Background: an optimization exercise with open tools, aiming at a short achievable clock period and few clock cycles. Do not read the settings as production practice. At most, simulation tests tie the RTL to the original design; equivalence was not proved. Power figures rest on the tool's default switching activity, not on a simulated workload.

## P
## cvpCore
module cvpCore (
  input  logic               Clk1,
  input  logic               reset,
  input  logic [16-1:0] DataIn,
  output logic [16-1:0] Addr,
  output logic [16-1:0] dataOut,
  output logic               RD,
  output logic               WR,
  output logic               V
);
  localparam int Q = 12;
  logic [63:0] vreg [8];
  logic [15:0] sreg [8];
  logic        flag;
  logic        resetQ;
  logic [15:0] addrQ;
  logic        rdQ;
  logic        wrQ;
  logic [15:0] doutQ;
  logic [15:0] addrI;
  logic [2:0]  stCnt;
  logic        t1Fetch, t1Load;
  logic [15:0] t1Pc;
  logic [1:0]  t1Lane;
  logic [2:0]  t1Dst;
  logic        t2Fetch, t2Load;
  logic [15:0] t2Pc;
  logic [1:0]  t2Lane;
  logic [2:0]  t2Dst;
  logic [15:0] fbase;
  logic        finc;
  logic [Q-1:0] qv;
  logic [15:0]  qi [Q];
  logic [15:0]  qpc [Q];
  logic [1:0]  seqLeft;
  logic        seqLoad;
  logic [1:0]  seqLane;
  logic [2:0]  seqDst;
  logic        p1v, p2v;
  logic [2:0]  p1d, p2d;
  logic [10:0] p1SigBig [4];
  logic [10:0] p1SigSmall [4];
  logic [4:0]  p1ExpBig [4];
  logic [4:0]  p1Diff [4];
  logic [3:0]  p1Sub, p1SignBig, p1AnyInf, p1BothNeg;
  logic [14:0] p2Raw [4];
  logic [4:0]  p2ExpBig [4];
  logic [3:0]  p2SignBig, p2AnyInf, p2BothNeg;
  logic        p3v;
  ...
clock: 15.0 ns
lec_check: 0
abc_clock_period_in_ps: 4000
cap_margin: 20
core_margin: 2
core_utilization: 60
slew_margin: 20
standard.sh (not shown) runs the stock make flow with config.mk's settings and CLKGATE_MAP_FILE= SYNTH_SCRIPT=/design/flow/synth_recipe.tcl, a recipe that flattens the netlist after the stock synthesis.
==> flow/flow/run.sh <==
#!/bin/bash
# Standard ORFS layout, with repair aiming well below the clock period.
set -euo pipefail
MARGIN=${MARGIN:-11.2}
bash standard.sh SETUP_SLACK_MARGIN=$MARGIN finish > flow_standard.log 2>&1
P finished all stages; the layout is clean.
Testbench counts of P, summed over its fixed seeds: cycles 14,752.
Input-level comparison between Q and P:
-- flow/design.v --
<<< P, line 214
  logic [2:0]  stCnt;
  logic        t1Fetch, t1Load;
  logic [15:0] t1Pc;
  logic [1:0]  t1Lane;
  logic [2:0]  t1Dst;
>>> Q, line 214
  logic [2:0]  stCnt;
  logic        t1Fetch, t1Load;
  logic [1:0]  t1Lane;
  logic [2:0]  t1Dst;
<<< P, line 305
  assign jTargetS = jCand[DataIn[3:0]];
  for (genvar k = 0; k < 16; k++) begin : g_jCand
    always_ff @(posedge Clk1) jCand[k] <= t1Pc + jOff4(4'(k));
  end
  cvpAdd #(.W(16)) u_jlTarget (
>>> Q, line 304
  assign jTargetS = jCand[DataIn[3:0]];
  for (genvar k = 0; k < 16; k++) begin : g_jCand
    cvpAdd #(.W(16)) u_jCand (
      .a (t2Pc), .b (jOff4(4'(k))), .cin (1'b0), .sum (jCand[k]), .cout ()
    );
  end
  cvpAdd #(.W(16)) u_jlTarget (
<<< P, line 459
      t1Fetch <= 1'b1;
      t1Load  <= 1'b0;
      t1Pc    <= '0;
      t2Fetch <= 1'b0;
      t2Load  <= 1'b0;
>>> Q, line 460
      t1Fetch <= 1'b1;
      t1Load  <= 1'b0;
      t2Fetch <= 1'b0;
      t2Load  <= 1'b0;
<<< P, line 481
      jlOff   <= DataIn[11:0];
      t2Load  <= t1Load;
      t2Pc    <= t1Pc;
      t2Lane  <= t1Lane;
      t2Dst   <= t1Dst;
>>> Q, line 481
      jlOff   <= DataIn[11:0];
      t2Load  <= t1Load;
      t2Pc    <= addrQ;  
      t2Lane  <= t1Lane;
      t2Dst   <= t1Dst;
<<< P, line 513
      end else if (doFetch) begin
        addrQ   <= fetchNoJ;
        addrI   <= fetchNoJ;
        stCnt   <= stCnt - {2'd0, stCnt != 3'd0};
        rdQ     <= 1'b1;
        wrQ     <= 1'b0;
        t1Fetch <= !flush;
        t1Pc    <= fetchNoJ;
      end else begin
        addrQ   <= seqFetch;  
>>> Q, line 513
      end else if (doFetch) begin
        addrQ   <= fetchNoJ;
        stCnt   <= stCnt - {2'd0, stCnt != 3'd0};
        rdQ     <= 1'b1;
        wrQ     <= 1'b0;
        t1Fetch <= !flush;
      end else begin
        addrQ   <= seqFetch;  
<<< P, line 527
      if (useJ) begin
        addrQ <= jTargetS;
        addrI <= jTargetS;
        t1Pc  <= jTargetS;
      end
      if (flush) begin
>>> Q, line 525
      if (useJ) begin
        addrQ <= jTargetS;
      end
      if (flush) begin
==> notes.md <==
- Combinational share of power: Q higher than P
- When Q is set beside P, its cell count turns out to be 656 smaller.
- P → Q: total power of the final layout shrank by 2.9 mW, netlist area before placement shrank by about 5%, delay of the slowest cell on the worst path grew by 0.28 ns, routed length on met3 shrank by about 6%, wire length reported by the detailed router shrank by about 3.4%.
- In the tables for Q and P, multi-input combinational cell count reads higher with P.
- When Q is set beside P, its share of the core filled with cells turns out to be 0.30 points smaller.
- Q does better than P on power dissipated in the clock network.
- In Q, the final period utilization came out 3.3 points above the value in P.
- Lower depth of the most critical reg-to-reg path among Q and P: Q
- Comparing Q and P, the lower tightest hold margin was measured on P.
Function not checked in Q: the RTL went through the layout flow alone.

Another version of the RTL of cvpCore (not shown whole).
Size: about 9500 cells after synthesis, ~1800 flip-flops, ~53 I/O pins.
Settings: LEC_CHECK=0, ABC_CLOCK_PERIOD_IN_PS=4000, CAP_MARGIN=20, CORE_MARGIN=2, CORE_UTILIZATION=60, SLEW_MARGIN=20; clock period 15.0 ns.
Scripts as last shown in full above: flow/flow/run.sh
Next try:
--- a/flow/design.v
+++ b/flow/design.v
@@ -290,54 +290,45 @@
   always_comb begin
     match = (t2Fetch && t2Pc == addrI) || (injQ && kaddr == addrI);
     for (int i = 0; i < Q; i++) begin
       if (qv[i] && qpc[i] == addrI) match = 1'b1;
     end
   end
   assign flush    = stCnt != 3'd0 && match;
   assign redirect = qv[0] ? qpc[0] : (injQ ? kaddr : t2Pc);
   logic        isJ, jShort, jNowS, jLongNow, jNow;
-  logic        jSpec;
-  logic        t1Next;
   logic        jlPend;
   logic [15:0] jlPc;
   logic [11:0] jlOff;
   logic [15:0] jTargetS, jlTarget;
   assign isJ      = t2Fetch && DataIn[15:12] == 4'h8;
   assign jShort   = DataIn[11:3] == 9'h000 || DataIn[11:3] == 9'h1FF;
   assign jNowS    = isJ && jShort && DataIn[11:0] != 12'd1;
   assign jLongNow = isJ && !jShort;
   assign jNow     = jNowS || jlPend;
-  assign jSpec    = isJ;
   logic [15:0] jCand [16];
   function automatic logic [15:0] jOff4(input logic [3:0] k);
     jOff4 = {{12{k[3]}}, k};
   endfunction
   logic [15:0] jCandX [16];
   logic [15:0] kHit;
   logic        kUse;
   assign kJ      = kword[15:12] == 4'h8 &&
                    (kword[11:3] == 9'h000 || kword[11:3] == 9'h1FF) &&
                    kword[11:0] != 12'd1;
   assign kTarget = kaddr + {{12{kword[3]}}, kword[3:0]};
   assign kUse = kv && kJ && !(stCnt != 3'd0 && addrI == kaddr);
   for (genvar k = 0; k < 16; k++) begin : g_kHit
-    if (k == 1) begin : g_one
-      assign kHit[k]   = kUse && jCand[k] == kaddr && !t1Next;
-      assign jCandX[k] = kHit[k] ? kTarget : (t1Next ? seqFetch : jCand[k]);
-    end else begin : g_other
-      assign kHit[k]   = kUse && jCand[k] == kaddr;
-      assign jCandX[k] = kHit[k] ? kTarget : jCand[k];
-    end
+    assign kHit[k]   = kUse && jCand[k] == kaddr;
+    assign jCandX[k] = kHit[k] ? kTarget : jCand[k];
   end
   assign jTargetS = jCandX[DataIn[3:0]];
-  assign injQ     = useJq && kHitQ[jIdxQ] && !jlPend;
-  assign t1Next   = t1Fetch && t1Pc == jCand[1];
+  assign injQ     = useJq && kHitQ[jIdxQ];
   for (genvar k = 0; k < 16; k++) begin : g_jCand
     always_ff @(posedge Clk1) jCand[k] <= t1Pc + jOff4(4'(k));
   end
   cvpAdd #(.W(16)) u_jlTarget (
     .a (jlPc), .b ({{4{jlOff[11]}}, jlOff}), .cin (1'b0), .sum (jlTarget), .cout ()
   );
   logic       room, dataNext, doFetch;
   logic [15:0] seqFetch;
   logic        jSel;
@@ -346,19 +337,19 @@
   assign dataNext  = (issue && isMem) || seqLeft != 2'd0;
   assign doFetch   = !dataNext && room;
   cvpAdd #(.W(16)) u_seqFetch (
     .a (fbase), .b (16'd0), .cin (finc), .sum (seqFetch), .cout ()
   );
   assign jSel      = jNow && !flush;
   logic [15:0] fetchNoJ;
   logic        useJ;
   assign fetchNoJ = (jlPend && !flush) ? jlTarget : seqFetch;
-  assign useJ     = jSpec && doFetch && !flush;
+  assign useJ     = jNowS && doFetch && !flush;
   logic [15:0] sa, sd, base;
   logic [63:0] va, vb, vd;
   assign sa   = sreg[fa];
   assign sd   = sreg[fd];
   cvpAdd #(.W(16)) u_base (
     .a (sa), .b ({10'd0, hi[5:0]}), .cin (1'b0), .sum (base), .cout ()
   );
   logic [15:0] addrInc;
   cvpAdd #(.W(16)) u_addrInc (
@@ -502,20 +493,19 @@
       p1v     <= 1'b0;
       p2v     <= 1'b0;
       p3v     <= 1'b0;
       flag    <= 1'b0;
       for (int i = 0; i < 8; i++) begin
         vreg[i] <= '0;
         sreg[i] <= '0;
       end
     end else begin
-      t2Fetch <= t1Fetch && !((isJ && !(DataIn[11:0] == 12'd1 && t1Next)) ||
-                              jlPend || flush);
+      t2Fetch <= t1Fetch && !(jNowS || jLongNow || jlPend || flush);
       jlPend  <= jLongNow && !flush;
       jlPc    <= t2Pc;
       jlOff   <= DataIn[11:0];
       t2Load  <= t1Load;
       t2Pc    <= t1Pc;
       t2Is    <= t1Is;
       useJq   <= useJ;
       jIdxQ   <= DataIn[3:0];
       kHitQ   <= kHit;
@@ -571,19 +561,19 @@
         wrQ     <= 1'b0;
       end
       if (useJ) begin
         addrQ <= jTargetS;
         t1Pc  <= jTargetS;
       end
       if (flush) begin
         fbase <= redirect;
         finc  <= 1'b0;
-      end else if (jSpec) begin
+      end else if (jNowS) begin
         fbase <= jTargetS;
         finc  <= doFetch;
       end else if (jlPend) begin
         fbase <= jlTarget;
         finc  <= doFetch;
       end else if (doFetch) begin
         fbase <= seqFetch;
         finc  <= 1'b1;
       end
Clock power goes down by about 0.8%.
Worst hold slack is about the same.
Worst setup slack gets better by 0.15 ns.
Wire length came out higher by 4.1%.
Power hardly moves.
Synthesized cell count climbs by 3.9%.
Combinational power is about the same.
Global-route usage rises by 1.8 points.
Non-clock buffer count is higher by 55.
Register-to-register slack gets better by 0.14 ns.
Sequential cell count stays the same.
Via count grows by 4.4%.
Fmax went up by 3.2%.
Final area grows by 0.36%.
No functional check of the RTL was part of any run of this note.

afterwards: timing with drivers on the ports:
No port has a modelled driver above. Below, the same layouts with a new extraction and two added sets of constraints. Step 1: set_driving_cell puts a clkbuf_16 on Clk1 and a buf_2 on each other input, an assumption about the parent block. Step 2 moves the port delays by t, midway between the first and last clock arrival at a register: inputs arrive t later, outputs are due t later. That takes back most of the time a late clock gives input paths. Three values: no drivers, after step 1, after step 2; two values: the first two.
| run | t, ns | setup WS [ns] | worst setup path at the end | worst slew at a driven data input, ns |
|---|---|---|---|---|
| P | 0.948 | 10.607 / 10.482 / 9.535 | input to register | 0.39 |
| Q | 0.949 | 10.115 / 9.941 / 8.992 | input to register | 0.41 |
| the first run of note 2 | 0.965 | 10.249 / 10.300 / 9.336 | input to register | 0.07 |
| the second run of note 2 | 0.964 | 10.398 / 10.413 / 9.448 | input to register | 0.11 |
After both steps every run listed still meets setup and hold. The setup slack of Q, which loses most, moves by -0.174 ns with the drivers and by -1.123 ns with both steps.
